Source: an optimization exercise on an open RTL-to-GDS flow (aim: small area, a short achievable clock period and few clock cycles per item). Production flows keep margins and buffers that such runs may drop.
RTL that was checked went through simulation tests only; none was proved equivalent to the original.
Power figures rest on the tool's default switching activity, not on a simulated workload.

==> inputs of build 97 <==
Design yuv2rgb_top, start of the top module:
module yuv2rgb_top
(
	input logic CLOCK_50_I,
	input logic resetn,
	input logic in_valid,
	output logic in_ready,
	input logic [7:0] y,
	input logic [7:0] u,
	input logic [7:0] v,
	output logic out_valid,
	input logic out_ready,
	output logic [7:0] r,
	output logic [7:0] g,
	output logic [7:0] b
);
Settings: LEC_CHECK=0, CAP_MARGIN=20, CORE_MARGIN=2, CORE_UTILIZATION=40, SETUP_SLACK_MARGIN=4.35, SLEW_MARGIN=20, SYNTH_HIERARCHICAL=1, TNS_END_PERCENT=5; clock period 8.0 ns.
standard.sh (not shown) runs the stock make flow with config.mk's settings and CLKGATE_MAP_FILE= SYNTH_SCRIPT=/design/flow/synth_recipe.tcl, a recipe that flattens the netlist after the stock synthesis.
==> flow/flow/run.sh <==
#!/bin/bash
# The standard layout (standard.sh: ORFS synthesis to final layout), with one
# change: the buffers that buffer_ports puts on every input and output port are
# plain sky130_fd_sc_hd__buf_1 cells instead of the default (a slow delay
# buffer).  Every port still gets its own buffer; the resizer may resize them.
set -euo pipefail
bash standard.sh "BUFFER_PORTS_ARGS=-buffer_cell sky130_fd_sc_hd__buf_1" finish > flow_standard.log 2>&1
==> inputs of trial 57, as changes to build 97 <==
ABC_AREA = 1   (was default)
SETUP_SLACK_MARGIN = 4.3   (was 4.35)
TNS_END_PERCENT = default   (was 5)
==> inputs of trial 89, as changes to build 97 <==
SETUP_SLACK_MARGIN = 4.3   (was 4.35)
TNS_END_PERCENT = default   (was 5)
==> inputs of trial 46, as changes to build 97 <==
TNS_END_PERCENT = default   (was 5)
==> impl_metrics.ini <==
[pwr]
peakVddDrop_mv = 0.1960
p_clk_mw = 0.457

[finish]
clk_share_pct = 3.040

[status]
status = complete, no violations

[route]
wl_per_cell_um = 15.45
firstDrtPassIters = 4

[synth]
yosysUniqueCellTypes = 24
synth-xor-area-share_pct = 11.06
synthAdderAreaFrac_pct = 34.95

[cts]
clk_pin_slew_ns = 0.06

[critical_path]
crit_top_cell = buf_1
setup.worst_path.start = out_ready
crit_path_max_fanout = 3

[global_route]
use_met1_pct = 23.11
The numbers above come from trial 46.

==> impl_metrics.ini <==
[status]
status = complete, no violations

[synth]
synth_mux_area_share_pct = 0
yosysUniqueCellTypes = 24
synthAdderAreaFrac_pct = 34.95
synth-xor-area-share_pct = 11.06

[finish]
clk_share_pct = 2.642

[worst_hold_path]
min_to = out_valid

[route]
wl_per_cell_um = 14.91

[critical_path]
crit_top_cell = buf_1
setup.worst_path.start = out_ready

[cts]
clk_pin_slew_ns = 0.06

[pwr]
peakVddDrop_mv = 0.2127
p_clk_mw = 0.393

[global_route]
use_met1_pct = 22.31
The numbers above come from trial 89.

==> impl_metrics.ini <==
[pwr]
p_clk_mw = 0.411
pwr-share-seq_pct = 17.7
peakVddDrop_mv = 0.2093

[global_route]
use_met1_pct = 24.00

[status]
status = complete, no violations

[worst_hold_path]
min_to = out_valid

[route]
wl_per_cell_um = 12.18
firstDrtPassIters = 5
topRoutingLayerUsed = met4

[critical_path]
crit_path_max_fanout = 5
crit_chain = buf_12 -> fa_1 -> fa_1 -> nor2_2 -> nor2_2 -> a21oi_2 -> o21ai_2 -> a21oi_2 -> inv_2 -> a21oi_2 -> inv_1 -> nand2_1 -> nand2_1
cp.depth = 13
end_kind = register
setup.worst_path.start = y[4]
crit_top_cell = a21oi_2
crit_buf_inv = 3

[synth]
synth-xor-area-share_pct = 0.08365
synthAdderAreaFrac_pct = 29.11

[cts]
clk_pin_slew_ns = 0.07
The numbers above come from trial 57.

==> impl_metrics.ini <==
[finish]
clk_share_pct = 2.796

[critical_path]
crit_top_cell = a21oi_2
setup.worst_path.start = y[6]
crit_path_max_fanout = 8

[synth]
yosysUniqueCellTypes = 24
synth-xor-area-share_pct = 11.06

[cts]
clk_pin_slew_ns = 0.06

[sta]
tightestPinTransition_ns = 0.9581

[pwr]
p_clk_mw = 0.415
peakVddDrop_mv = 0.2044

[route]
wl_per_cell_um = 14.50
firstDrtPassIters = 6

[status]
status = complete, no violations

[global_route]
use_met1_pct = 23.01
The numbers above come from build 97.

Testbench counts of build 97, summed over its fixed seeds: cycles 32,016, pixels 32,000.
Testbench counts of trial 57, summed over its fixed seeds: cycles 32,016, pixels 32,000.
Testbench counts of trial 89, summed over its fixed seeds: cycles 32,016, pixels 32,000.
Testbench counts of trial 46, summed over its fixed seeds: cycles 32,016, pixels 32,000.

* * *

==> v2: inputs <==
yuv2rgb_top, a different RTL version from the one above (not shown whole).
// yuv2rgb_top
module yuv2rgb_top
(
	input logic CLOCK_50_I,
	input logic resetn,
	input logic in_valid,
	output logic in_ready,
	input logic [7:0] y,
	input logic [7:0] u,
	input logic [7:0] v,
	output logic out_valid,
	input logic out_ready,
	output logic [7:0] r,
	output logic [7:0] g,
	output logic [7:0] b
);
==> flow/config.mk <==
export PLATFORM = sky130hd
export DESIGN_NAME = yuv2rgb_top
export DESIGN_NICKNAME = yuv2rgb_top
export VERILOG_FILES = /design/flow/design.v
export SDC_FILE = /design/flow/constraint.sdc
export NUM_CORES = 4
export LEC_CHECK = 0
export CAP_MARGIN = 20
export CORE_MARGIN = 2
export CORE_UTILIZATION = 40
export SETUP_SLACK_MARGIN = 4.2
export SLEW_MARGIN = 20
export SYNTH_HIERARCHICAL = 1
==> flow/constraint.sdc <==
create_clock -name core_clock -period 8.0 [get_ports {CLOCK_50_I}]
set_input_delay 1.6000 -clock core_clock [delete_from_list [all_inputs] [get_ports {CLOCK_50_I}]]
set_output_delay 1.6000 -clock core_clock [all_outputs]
set_load 0.01 [all_outputs]
Scripts as last shown in full above: flow/flow/run.sh
==> v7 (differences from v2) <==
--- a/flow/design.v
+++ b/flow/design.v
@@ -14,21 +14,22 @@
 	input logic out_ready,
 	output logic [7:0] r,
 	output logic [7:0] g,
 	output logic [7:0] b
 );
-	logic a_valid, b_ready;
+	logic a_valid, b_ready, a_rdy;
 	logic [7:0] ua, va;
 	logic [9:0] r_w, rq_w, r_v;
 	logic [9:0] g_w, gq_w, g_v;
 	logic [9:0] b_w, bq_w, b_v;
 	logic b_in;
 	assign b_ready = !out_valid || out_ready;
-	assign in_ready = !a_valid || b_ready;
+	assign a_rdy = !a_valid || b_ready;
+	ready_gate rdy_g (.a_valid(a_valid), .out_valid(out_valid), .out_ready(out_ready), .in_ready(in_ready));
 	always_ff @(posedge CLOCK_50_I or negedge resetn)
 		if (!resetn) a_valid <= 1'b0;
-		else if (in_ready) a_valid <= in_valid;
+		else if (a_rdy) a_valid <= in_valid;
 	logic [22:0] yp, ypa;
 	logic p1;
 	assign p1 = y[2] ^ y[0];
 	logic p2;
 	assign p2 = y[2] | y[0];
@@ -346,11 +347,11 @@
 	pfx_nand2b pg141 (.a(p162), .b(p147), .y(p165));
 	logic p166;
 	pfx_o21ai pg142 (.a(p165), .b(p132), .c(p164), .y(p166));
 	assign yp = {p160, p153, p149, p144, p140, p135, p133, p125, p118, p111, p107, p103, p100, p97, p94, p90, p86, p82, p80, p77, p74, p72, y[0]};
 	always_ff @(posedge CLOCK_50_I)
-		if (in_valid && in_ready) begin
+		if (in_valid && a_rdy) begin
 			ypa <= yp; ua <= u; va <= v;
 		end
 	logic n1;
 	logic n2;
 	csa_fa nfa1 (.a(ypa[0]), .b(va[2]), .c(va[1]), .s(n1), .co(n2));
@@ -1800,10 +1801,13 @@
 endmodule
 module csa_fa (input logic a, input logic b, input logic c, output logic s, output logic co);
 	assign s = a ^ b ^ c;
 	assign co = (a & b) | (a & c) | (b & c);
 endmodule
+module ready_gate (input logic a_valid, input logic out_valid, input logic out_ready, output logic in_ready);
+	assign in_ready = !a_valid || !out_valid || out_ready;
+endmodule
 module csa_maj (input logic a, input logic b, input logic c, output logic y);
 	assign y = (a & b) | (a & c) | (b & c);
 endmodule
 module pfx_and2 (input logic a, input logic b, output logic y);
 	assign y = a & b;
--- a/flow/config.mk
+++ b/flow/config.mk
@@ -6,8 +6,8 @@
 export NUM_CORES = 4
 export LEC_CHECK = 0
 export CAP_MARGIN = 20
 export CORE_MARGIN = 2
 export CORE_UTILIZATION = 40
-export SETUP_SLACK_MARGIN = 4.2
+export SETUP_SLACK_MARGIN = 4.4
 export SLEW_MARGIN = 20
 export SYNTH_HIERARCHICAL = 1
==> comparison table <==
Status: v7 finished clean; v2 finished clean
Met1 layer wirelength in the final routing: v7 9.100 mm; v2 9.143 mm
Net switching share of the total power: v7 45.98%; v2 45.77%
Clock Power Share: v7 10.5%; v2 11.1%
Final cell utilization of the core: v7 48.37%; v2 46.73%
Worst slew margin relative to its limit: v7 67.13%; v2 38.83%
Highest fanout seen on the critical path: v7 7; v2 8
Launching element of the worst setup path: v7 y[3]; v2 y[4]
Worst hold path cell count: v7 2; v2 1
M2 GR Usage: v7 30.02%; v2 28.97%
Period Utilization, post-route: v7 45.17%; v2 46.16%
Worst-Margin Slew: v7 0.4931 ns; v2 0.9175 ns
Met3 Usage GRT: v7 2.492%; v2 2.278%
Cell area after technology mapping: v7 9274 um2; v2 9265 um2
Top cell type's share of synthesized area: v7 24.82%; v2 24.85%
Combinational Power Share: v7 71.6%; v2 69.9%
Endpoint required time on the critical path: v7 8.09 ns; v2 8.10 ns
Initial Utilization: v7 40.84%; v2 40.80%
Number of fill cells in the layout: v7 2131; v2 2150
Distinct cell type count of the synthesized netlist: v7 26; v2 24
Worst slack at placement: v7 3.632 ns; v2 3.638 ns
Sequential share of cell area: v7 19.32%; v2 20.00%
Power per cell area: v7 386.6 nW/um2; v2 378.4 nW/um2
Largest voltage drop on the vdd net: v7 0.0002064 V; v2 0.0001843 V
Testbench counts of v2, summed over its fixed seeds: cycles 32,016, pixels 32,000.
Only the layout flow was run in v7; the RTL was not checked for function there.

* * *

==> 10-26 <==
yuv2rgb_top, a different RTL version from the one above (not shown whole).
Settings: LEC_CHECK=0, CAP_MARGIN=20, CORE_MARGIN=2, CORE_UTILIZATION=40, SETUP_SLACK_MARGIN=4.1, SLEW_MARGIN=20, SYNTH_HIERARCHICAL=1; clock period 8.0 ns.
Scripts as last shown in full above: flow/flow/run.sh
==> 08-05 (differences from 10-26) <==
SETUP_SLACK_MARGIN = 3.9   (was 4.1)
==> 05-13 (differences from 10-26) <==
SETUP_SLACK_MARGIN = 4.3   (was 4.1)
==> 11-15 (differences from 10-26) <==
SETUP_SLACK_MARGIN = 4.5   (was 4.1)
==> run summary <==
item	05-13	08-05	11-15	10-26
Clock share of power	10.4%	10.9%	9.8%	11.0%
Met1 track utilization from global routing	23.0%	23.6%	23.2%	22.5%
DRC marker count from the first detailed-route iteration	217	299	301	228
Met1 layer wirelength in the final routing	8.81 mm	8.83 mm	8.70 mm	8.59 mm
Worst Path Buf+Inv	3	2	3	3
Setup Crit Path Kind	flop to flop	input pin to flop	flop to flop	flop to flop
First-pass GRT wire length	33.0 mm	32.8 mm	33.8 mm	32.6 mm
Metal3 WL	593 um	852 um	954 um	711 um
Routed vias/inst	4.61	4.67	4.73	4.62
Status	timing/DRC/antenna clean	timing/DRC/antenna clean	timing/DRC/antenna clean	timing/DRC/antenna clean
Capture point of the critical path	gq_o[0]$_DFFE_PP_	ypa[22]$_DFFE_PP_	gq_o[1]$_DFFE_PP_	gq_o[1]$_DFFE_PP_
Stages on worst setup path	13	10	14	14
Met2 wirelength from detailed routing	9.47 mm	9.27 mm	10.1 mm	9.39 mm
Final cell count without fillers	1384	1365	1399	1371
Testbench counts of 10-26, summed over its fixed seeds: cycles 32,016, pixels 32,000.
Testbench counts of 08-05, summed over its fixed seeds: cycles 32,016, pixels 32,000.
Testbench counts of 05-13, summed over its fixed seeds: cycles 32,016, pixels 32,000.
Testbench counts of 11-15, summed over its fixed seeds: cycles 32,016, pixels 32,000.

* * *

==> build 80: inputs <==
Another version of the RTL of yuv2rgb_top (not shown whole).
==> flow/config.mk <==
export PLATFORM = sky130hd
export DESIGN_NAME = yuv2rgb_top
export DESIGN_NICKNAME = yuv2rgb_top
export VERILOG_FILES = /design/flow/design.v
export SDC_FILE = /design/flow/constraint.sdc
export NUM_CORES = 4
export LEC_CHECK = 0
export ABC_CLOCK_PERIOD_IN_PS = 4000
export CAP_MARGIN = 20
export CORE_MARGIN = 2
export CORE_UTILIZATION = 40
export SETUP_SLACK_MARGIN = 3.5
export SLEW_MARGIN = 20
export SYNTH_HIERARCHICAL = 1
==> flow/constraint.sdc <==
create_clock -name core_clock -period 8.0 [get_ports {CLOCK_50_I}]
set_input_delay 1.6000 -clock core_clock [delete_from_list [all_inputs] [get_ports {CLOCK_50_I}]]
set_output_delay 1.6000 -clock core_clock [all_outputs]
set_load 0.01 [all_outputs]
==> flow/flow/run.sh <==
#!/bin/bash
# The standard layout (standard.sh: ORFS synthesis to final layout), with one
# change: the buffers that buffer_ports puts on every input and output port are
# plain sky130_fd_sc_hd__buf_2 cells instead of the default (a slow delay
# buffer).  Every port still gets its own buffer; the resizer may resize them.
set -euo pipefail
bash standard.sh "BUFFER_PORTS_ARGS=-buffer_cell sky130_fd_sc_hd__buf_2" finish > flow_standard.log 2>&1
==> trial 29 (differences from build 80) <==
==> flow/run.sh (new file) <==
#!/bin/bash
# synth_recipe.tcl (not shown) runs the flow's synth.tcl, then flattens the netlist and writes it again
# the make line also repeats each setting of config.mk as NAME=value (left out here)
make -C /OpenROAD-flow-scripts/flow DESIGN_CONFIG=/design/flow/config.mk WORK_HOME=/design/flow/orfs CLKGATE_MAP_FILE= SYNTH_SCRIPT=/design/flow/synth_recipe.tcl finish
removed: flow/flow/run.sh
removed: flow/standard.sh
==> run summary <==
metric                                                   build 80    trial 29
Result of the run                        timing/DRC/antenna clean  timing/DRC/antenna clean
Sequential share of cell area                               0.215       0.211
Tmin final                                                4.31 ns     4.37 ns
Fraction of standard cell area in multi-input logic         0.601       0.588
Worst path bufs/invs                                            1           2
Worst setup path start                                      ua[6]   out_ready
Global routing usage on met2                                0.281       0.302
Sw Share                                                    0.428       0.414
Layout clock buffer count                                       9          10
Post-route met1 wirelength                                8220 um     8290 um
Area of the multi-input gates                            5930 um2    5920 um2
Share of post-route cells with drive strength above 1       0.187       0.113
Clock share of power                                        0.121       0.140
Vias in the first global route                               5392        5645
Power Density                                          341 nW/um2  346 nW/um2
Headroom to the max-slew limit                              0.414       0.393
Vias post-DR                                                 5379        5340
Fill cell count                                              1940        1902
Testbench counts of build 80, summed over its fixed seeds: cycles 32,016, pixels 32,000.
Testbench counts of trial 29, summed over its fixed seeds: cycles 32,016, pixels 32,000.

* * *

==> job 9504: inputs <==
Another version of the RTL of yuv2rgb_top (not shown whole).
make LEC_CHECK=0 ABC_CLOCK_PERIOD_IN_PS=3500 CAP_MARGIN=20 CORE_MARGIN=2 CORE_UTILIZATION=40 SETUP_SLACK_MARGIN=4.0 SLEW_MARGIN=20 SYNTH_HIERARCHICAL=1 finish   # period 8.0 ns
run.sh (not shown) runs the stock make flow with config.mk's settings and CLKGATE_MAP_FILE= SYNTH_SCRIPT=/design/flow/synth_recipe.tcl, a recipe that flattens the netlist after the stock synthesis.
Stock flow here: none of the scripts above is used.
==> job 9988 (differences from job 9504) <==
--- a/flow/config.mk
+++ b/flow/config.mk
@@ -5,10 +5,9 @@
 export SDC_FILE = /design/flow/constraint.sdc
 export NUM_CORES = 4
 export LEC_CHECK = 0
-export ABC_CLOCK_PERIOD_IN_PS = 3500
 export CAP_MARGIN = 20
 export CORE_MARGIN = 2
 export CORE_UTILIZATION = 40
-export SETUP_SLACK_MARGIN = 4.0
+export SETUP_SLACK_MARGIN = 3.0
 export SLEW_MARGIN = 20
 export SYNTH_HIERARCHICAL = 1
==> summary of the runs <==
Job 9504 passed the timing, DRC and antenna checks. Job 9988 passed the timing, DRC and antenna checks. In area after synthesis, job 9504 and job 9988 do not differ. Of job 9504 and job 9988, job 9504 has the higher cell area (gap about 9%, measured against job 9988). Non-clock buffer count: job 9504 is higher than job 9988 (50). Against job 9988, the sequential share of layout area of job 9504 is lower by 1.5 points. Between job 9988 and job 9504, the lower clock skew is in job 9988 (gap 0.0056 ns).
Testbench counts of job 9504, summed over its fixed seeds: cycles 32,016, pixels 32,000.
Testbench counts of job 9988, summed over its fixed seeds: cycles 32,016, pixels 32,000.

-- separate check: timing with driven ports --
In the flow no input, the clock included, has a driving cell. The finished layouts below were timed again as built, in two steps. Step 1 (the two cells are an assumption about what drives the block):
set clk [get_ports {CLOCK_50_I}]
set_driving_cell -lib_cell sky130_fd_sc_hd__clkbuf_16 $clk
set_driving_cell -lib_cell sky130_fd_sc_hd__buf_2 [delete_from_list [all_inputs] $clk]
Step 2 moves the port delays by t, midway between the first and last clock arrival at a register: inputs arrive t later, outputs are due t later. That takes back most of the time a late clock gives input paths. Three values: ideal, step 1, step 2; two values: the first two.
| run | shift t [ns] | slack for setup (ns) | worst hold slack (ns) | latest minus earliest clock arrival (ns) | cell pins on the clock port's net |
|---|---|---|---|---|---|
| build 97 | 0.398 | 4.344 / 4.348 / 3.970 | 0.481 / 0.481 / 0.481 | 0.016 / 0.015 | 1 |
| trial 57 | 0.384 | 4.318 / 4.316 / 3.932 | 0.514 / 0.514 / 0.514 | 0.013 / 0.014 | 1 |
| trial 89 | 0.392 | 4.373 / 4.349 / 3.981 | 0.485 / 0.485 / 0.485 | 0.014 / 0.015 | 1 |
| trial 46 | 0.393 | 4.380 / 4.355 / 4.015 | 0.484 / 0.484 / 0.484 | 0.014 / 0.013 | 1 |
| v2 | 0.389 | 4.307 / 4.331 / 3.943 | 0.495 / 0.495 / 0.495 | 0.009 / 0.009 | 1 |
| v7 | 0.391 | 4.387 / 4.390 / 4.014 | 0.561 / 0.561 / 0.561 | 0.014 / 0.013 | 1 |
| 10-26 | 0.399 | 4.157 / 4.157 / 3.899 | 0.555 / 0.555 / 0.555 | 0.018 / 0.018 | 1 |
| 08-05 | 0.397 | 4.088 / 4.096 / 3.715 | 0.543 / 0.543 / 0.543 | 0.020 / 0.020 | 1 |
| 05-13 | 0.397 | 4.197 / 4.197 / 3.986 | 0.557 / 0.557 / 0.557 | 0.013 / 0.013 | 1 |
| 11-15 | 0.392 | 4.207 / 4.207 / 3.964 | 0.557 / 0.557 / 0.557 | 0.016 / 0.017 | 1 |
| build 80 | 0.390 | 3.689 / 3.689 / 3.348 | 0.495 / 0.495 / 0.495 | 0.006 / 0.006 | 1 |
| trial 29 | 0.392 | 3.630 / 3.607 / 3.300 | 0.488 / 0.488 / 0.488 | 0.008 / 0.008 | 1 |
| job 9504 | 0.357 | 3.596 / 3.596 / 3.596 | 0.507 / 0.507 / 0.507 | 0.015 / 0.015 | 1 |
| job 9988 | 0.356 | 3.139 / 3.139 / 3.139 | 0.506 / 0.506 / 0.506 | 0.010 / 0.011 | 1 |
After both steps setup and hold are still met in every run listed. For trial 89, which loses most, drivers alone change the setup slack by -0.024 ns; drivers and shift together by -0.392 ns.
